This is an optimization exercise on Yosys and OpenROAD, whose aim is small area and a short achievable clock period, not a production implementation.
Only simulation tests tie the RTL to the original design; equivalence was not proved.
No activity file was given, so power comes from the tool's default toggle rates.

Design dmem_responder, start of the top module:
module dmem_responder #(
  parameter int WAIT_CYCLES = 1,
  parameter int DEPTH       = dmem_pkg::DMEM_DEPTH
) (
  input  logic        clk,
  input  logic        rst_n,
  input  logic        req,
  input  logic        we,
  input  logic [7:0]  addr,
  input  logic [31:0] wdata,
  input  logic [3:0]  be,
  output logic [31:0] rdata,
  output logic        ack,
  output logic        err
);
  localparam int AW = $clog2(DEPTH);
  logic        idle_r, busy_r, resp_r, mis_r;
  logic        ack_r, err_r;
  logic        accept_s, mis_in_s, go_s, rgo_s;
  logic [3:0]  be_s;
  logic [7:0]       wa_r;
  logic [31:0]      cap_wdata_r;
  logic [31:0]      wbl_r;
  logic [7:0]       ahi_s, alo_s;
  logic             rd_r;
  logic [7:0]       ra_r, rb_r;
  logic [31:0]      rnext_s;
  logic [31:0]      rdata_r;
  logic             rstf_r;
  assign accept_s = idle_r & req;
  assign mis_in_s = |addr[1:0];
  assign go_s     = accept_s & ~mis_in_s;
  assign rgo_s    = go_s & ~we;
  always_comb begin
    for (int i = 0; i < 8; i++) begin
      ahi_s[i] = (addr[7:5] == 3'(i));
      alo_s[i] = (addr[4:2] == 3'(i));
    end
  end
  assign be_s     = be;
  always_ff @(posedge clk or negedge rst_n) begin
    if (!rst_n) begin
      idle_r  <= 1'b1;
      busy_r  <= 1'b0;
      resp_r  <= 1'b0;
      mis_r   <= 1'b0;
      ack_r   <= 1'b0;
  ...
For scale: ~7100 cells after synthesis, ~2200 flip-flops, roughly 81000 sq um of cells after synthesis.
Settings: LEC_CHECK=0, CAP_MARGIN=20, CORE_MARGIN=2, CORE_UTILIZATION=80, CTS_CLUSTER_DIAMETER=70, CTS_CLUSTER_SIZE=24, SETUP_SLACK_MARGIN=2.9, SLEW_MARGIN=20, SYNTH_HIERARCHICAL=1; clock period 5.0 ns.
run.sh (not shown) runs the stock make flow with config.mk's settings and CLKGATE_MAP_FILE= SYNTH_SCRIPT=/design/flow/synth_recipe.tcl, a recipe that flattens the netlist after the stock synthesis.
Next try:
--- a/flow/config.mk
+++ b/flow/config.mk
@@ -8,5 +8,5 @@
 export CAP_MARGIN = 20
 export CORE_MARGIN = 2
-export CORE_UTILIZATION = 80
+export CORE_UTILIZATION = 75
 export CTS_CLUSTER_DIAMETER = 70
 export CTS_CLUSTER_SIZE = 24
The changed run passed the timing, design-rule and antenna checks.
Die area goes up by 6.6%.
Sequential share of layout area went down by 0.20 points.
Global-route usage came out lower by 2.1 points.
Setup slack loses 0.014 ns.
Via count fell by 1.1%.
Total power grows by about 1.1%.
Critical path depth stays the same.
Hold slack is about the same.
Next try:
--- a/flow/config.mk
+++ b/flow/config.mk
@@ -8,5 +8,5 @@
 export CAP_MARGIN = 20
 export CORE_MARGIN = 2
-export CORE_UTILIZATION = 75
+export CORE_UTILIZATION = 85
 export CTS_CLUSTER_DIAMETER = 70
 export CTS_CLUSTER_SIZE = 24
Synthesized area does not change.
Routed wire length goes up slightly.
Sequential power hardly moves.
Synthesized cell count stays the same.
Global-route usage goes up by 5.4 points.
Count of clock-buffer cells in the layout goes up by 1.
Utilization goes up by 9.6 points.
Via count goes up by a few percent.

---

Another version of the RTL of dmem_responder (not shown whole).
Size in the first run: roughly 7200 cells after synthesis, roughly 2300 flip-flops, about 82 I/O pins, ~84000 µm² of cells after synthesis.
make LEC_CHECK=0 CAP_MARGIN=20 CORE_MARGIN=2 CORE_UTILIZATION=75 CTS_CLUSTER_DIAMETER=40 CTS_CLUSTER_SIZE=16 SETUP_SLACK_MARGIN=2.9 SLEW_MARGIN=20 SYNTH_HIERARCHICAL=1 finish   # period 5.0 ns
Change:
==> flow/flow/run.sh (new file) <==
#!/bin/bash
# The standard layout, with one hook after detailed placement (before
# clock tree synthesis) that puts the output registers next to their port
# buffers (flow/outreg.tcl). Synthesis is the standard synthesis.
set -euo pipefail
here=$(pwd)
bash standard.sh synth > synth.log 2>&1
bash standard.sh "POST_DETAIL_PLACE_TCL=$here/flow/outreg.tcl" finish > layout.log 2>&1
==> flow/flow/outreg.tcl (new file) <==
# Post detailed placement, before CTS: put each register that drives an
# output port through its port buffer next to that buffer, give the buffer a
# stronger drive, and legalize. Clock tree synthesis then
# clocks the registers where they now sit, like every other register.
set block [ord::get_db_block]
set moved 0
foreach bterm [$block getBTerms] {
  if {[$bterm getIoType] != "OUTPUT"} { continue }
  set net [$bterm getNet]
  set buf ""
  foreach it [$net getITerms] {
    if {[$it isOutputSignal]} { set buf [$it getInst] }
  }
  if {$buf == ""} { continue }
  set ff ""
  foreach it [$buf getITerms] {
    if {[$it isInputSignal] && [$it getNet] != "NULL"} {
      foreach it2 [[$it getNet] getITerms] {
        if {[$it2 isOutputSignal]} { set ff [$it2 getInst] }
      }
    }
  }
  if {$ff == ""} { continue }
  set m [[$ff getMaster] getName]
  if {![regexp {__df[a-z]+_[0-9]+$} $m]} { continue }
  $buf swapMaster [[ord::get_db] findMaster sky130_fd_sc_hd__buf_4]
  set loc [$buf getLocation]
  $ff setLocation [lindex $loc 0] [lindex $loc 1]
  incr moved
}
puts "outreg: moved $moved output registers next to their port buffers"
detailed_placement
check_placement -verbose
==> flow/standard.sh (new file) <==
#!/bin/bash
# synth_recipe.tcl (not shown) runs the flow's synth.tcl, then flattens the netlist and writes it again
# the make line also repeats each setting of config.mk as NAME=value (left out here)
make -C /OpenROAD-flow-scripts/flow DESIGN_CONFIG=/design/flow/config.mk WORK_HOME=/design/flow/orfs CLKGATE_MAP_FILE= SYNTH_SCRIPT=/design/flow/synth_recipe.tcl "${@:-finish}"
CTS_CLUSTER_DIAMETER = 70   (was 40)
CTS_CLUSTER_SIZE = 24   (was 16)
removed: flow/run.sh
Routed wire length drops by about 1.6%.
Sequential power barely changes.
Die area does not change.
Worst setup slack improves by 0.064 ns.
Power decreases by about 16%.
Non-clock buffer count falls by 2.
Final cell count fell by 2.3%.
Via count drops by about 1.6%.
Fmax grows by 2.8%.
Global-route usage drops by 0.85 points.
Utilization went down by 3.0 points.
Change:
--- a/flow/flow/outreg.tcl
+++ b/flow/flow/outreg.tcl
@@ -1,5 +1,5 @@
 # Post detailed placement, before CTS: put each register that drives an
-# output port through its port buffer next to that buffer, give the buffer a
-# stronger drive, and legalize. Clock tree synthesis then
+# output port through its port buffer next to that buffer, give the register
+# and the buffer a stronger drive, and legalize. Clock tree synthesis then
 # clocks the registers where they now sit, like every other register.
 set block [ord::get_db_block]
@@ -24,4 +24,7 @@
   set m [[$ff getMaster] getName]
   if {![regexp {__df[a-z]+_[0-9]+$} $m]} { continue }
+  regsub {_[0-9]+$} $m {_4} m4
+  set master4 [[ord::get_db] findMaster $m4]
+  if {$master4 != "NULL"} { $ff swapMaster $master4 }
   $buf swapMaster [[ord::get_db] findMaster sky130_fd_sc_hd__buf_4]
   set loc [$buf getLocation]
Routed wire length increases by 0.36%.
Setup slack degrades by 0.076 ns.
Sequential share of layout area is about the same.
Power hardly moves.
Final cell count stays flat.
Core utilization increases by 0.17 points.
Design area stays flat.
Change:
==> flow/run.sh (new file) <==
#!/bin/bash
# synth_recipe.tcl (not shown) runs the flow's synth.tcl, then flattens the netlist and writes it again
# the make line also repeats each setting of config.mk as NAME=value (left out here)
make -C /OpenROAD-flow-scripts/flow DESIGN_CONFIG=/design/flow/config.mk WORK_HOME=/design/flow/orfs CLKGATE_MAP_FILE= SYNTH_SCRIPT=/design/flow/synth_recipe.tcl finish
CTS_CLUSTER_DIAMETER = 45   (was 70)
CTS_CLUSTER_SIZE = 30   (was 24)
removed: flow/flow/run.sh
removed: flow/flow/outreg.tcl
removed: flow/standard.sh
Result: Core utilization climbs by 2.2 points. Cell area rises by 2.8%. Clock power climbs by 42%. Global-route usage went up by 0.45 points. Power went up by 15%. Wire length stays flat. Non-clock buffer count stays the same.
Change:
CTS_CLUSTER_DIAMETER = 70   (was 45)
CTS_CLUSTER_SIZE = 24   (was 30)
Effect: The new run finished clean; clock power goes down by a quarter to a third; die area stays the same; utilization is lower by 2.4 points; global-route usage drops by 0.55 points; final cell count drops slightly; total power drops by roughly a tenth; count of clock-buffer cells in the layout shrinks by 60; cell area decreases by a few percent; setup slack is better by 0.054 ns; worst hold slack is better by 0.056 ns; routed wire length went down slightly.

---

## 01-08
dmem_responder, a different RTL version from the one above (not shown whole).
For scale: about 2,200 flip-flops, about 82 I/O pins, ~0.082 mm2 of cells after synthesis.
export LEC_CHECK = 0
export CAP_MARGIN = 20
export CORE_MARGIN = 2
export CORE_UTILIZATION = 75
export CTS_CLUSTER_DIAMETER = 70
export CTS_CLUSTER_SIZE = 28
export SETUP_SLACK_MARGIN = 2.9
export SLEW_MARGIN = 20
export SYNTH_HIERARCHICAL = 1
create_clock -name core_clock -period 5.0 [get_ports {clk}]
Stock flow here: none of the scripts above is used.
01-08: full flow OK, the timing, design-rule and antenna checks passed
Changes in 06-15 relative to 01-08:
- changing CTS_CLUSTER_SIZE from 28 to 20
Findings:
Relative area of non-clock buffer cells in the final design essentially unchanged between 01-08 and 06-15. Area growth from synthesis to final layout ends up lower on 01-08. Worst hold slack, 06-15 and 01-08: higher on 01-08. Min global router's overall resource usage across 06-15 and 01-08: 01-08. 06-15 -> 01-08: post-synthesis instance area delta 0, exact match. Looking at 06-15 and 01-08, the number of sequential cells is a wash.

separate check: timing with driven ports:
In the flow no input, the clock included, has a driving cell. The finished layouts below were timed again as built, in two steps. Step 1: set_driving_cell puts a clkbuf_16 on clk and a buf_2 on each other input, an assumption about the parent block. Step 2, shift: input delay + t, output delay - t, t = (earliest + latest rising clock arrival at the registers) / 2. This alone moves slack from input paths to output paths. Three values: ideal ports, drivers, drivers and shift; two values: the first two.
run | shift t [ns] | slack for setup (ns) | worst hold slack (ns) | clock arrival spread, ns
the first run of note 1 | 0.806 | 2.728 / 2.652 / 2.305 | 0.268 / 0.222 / 0.356 | 0.032 / 0.032
the second run of note 1 | 0.822 | 2.714 / 2.635 / 2.279 | 0.265 / 0.217 / 0.358 | 0.027 / 0.027
the third run of note 1 | 0.804 | 2.713 / 2.636 / 2.229 | 0.267 / 0.216 / 0.368 | 0.033 / 0.033
the first run of note 2 | 0.901 | 2.651 / 2.570 / 2.136 | 0.058 / 0.079 / 0.369 | 0.030 / 0.029
the second run of note 2 | 0.821 | 2.715 / 2.637 / 2.144 | 0.240 / 0.259 / 0.380 | 0.029 / 0.028
the third run of note 2 | 0.819 | 2.639 / 2.556 / 2.113 | 0.135 / 0.155 / 0.378 | 0.025 / 0.024
the fourth run of note 2 | 0.894 | 2.657 / 2.572 / 2.135 | 0.064 / 0.105 / 0.363 | 0.041 / 0.040
the fifth run of note 2 | 0.829 | 2.711 / 2.634 / 2.080 | 0.120 / 0.173 / 0.376 | 0.028 / 0.028
01-08 | 0.830 | 2.678 / 2.596 / 2.259 | 0.256 / 0.200 / 0.363 | 0.037 / 0.037
06-15 | 0.845 | 2.689 / 2.608 / 2.230 | 0.236 / 0.181 / 0.357 | 0.025 / 0.025
After both steps every run listed still meets setup and hold. The setup slack of the fifth run of note 2, which loses most, moves by -0.077 ns with the drivers and by -0.631 ns with both steps.
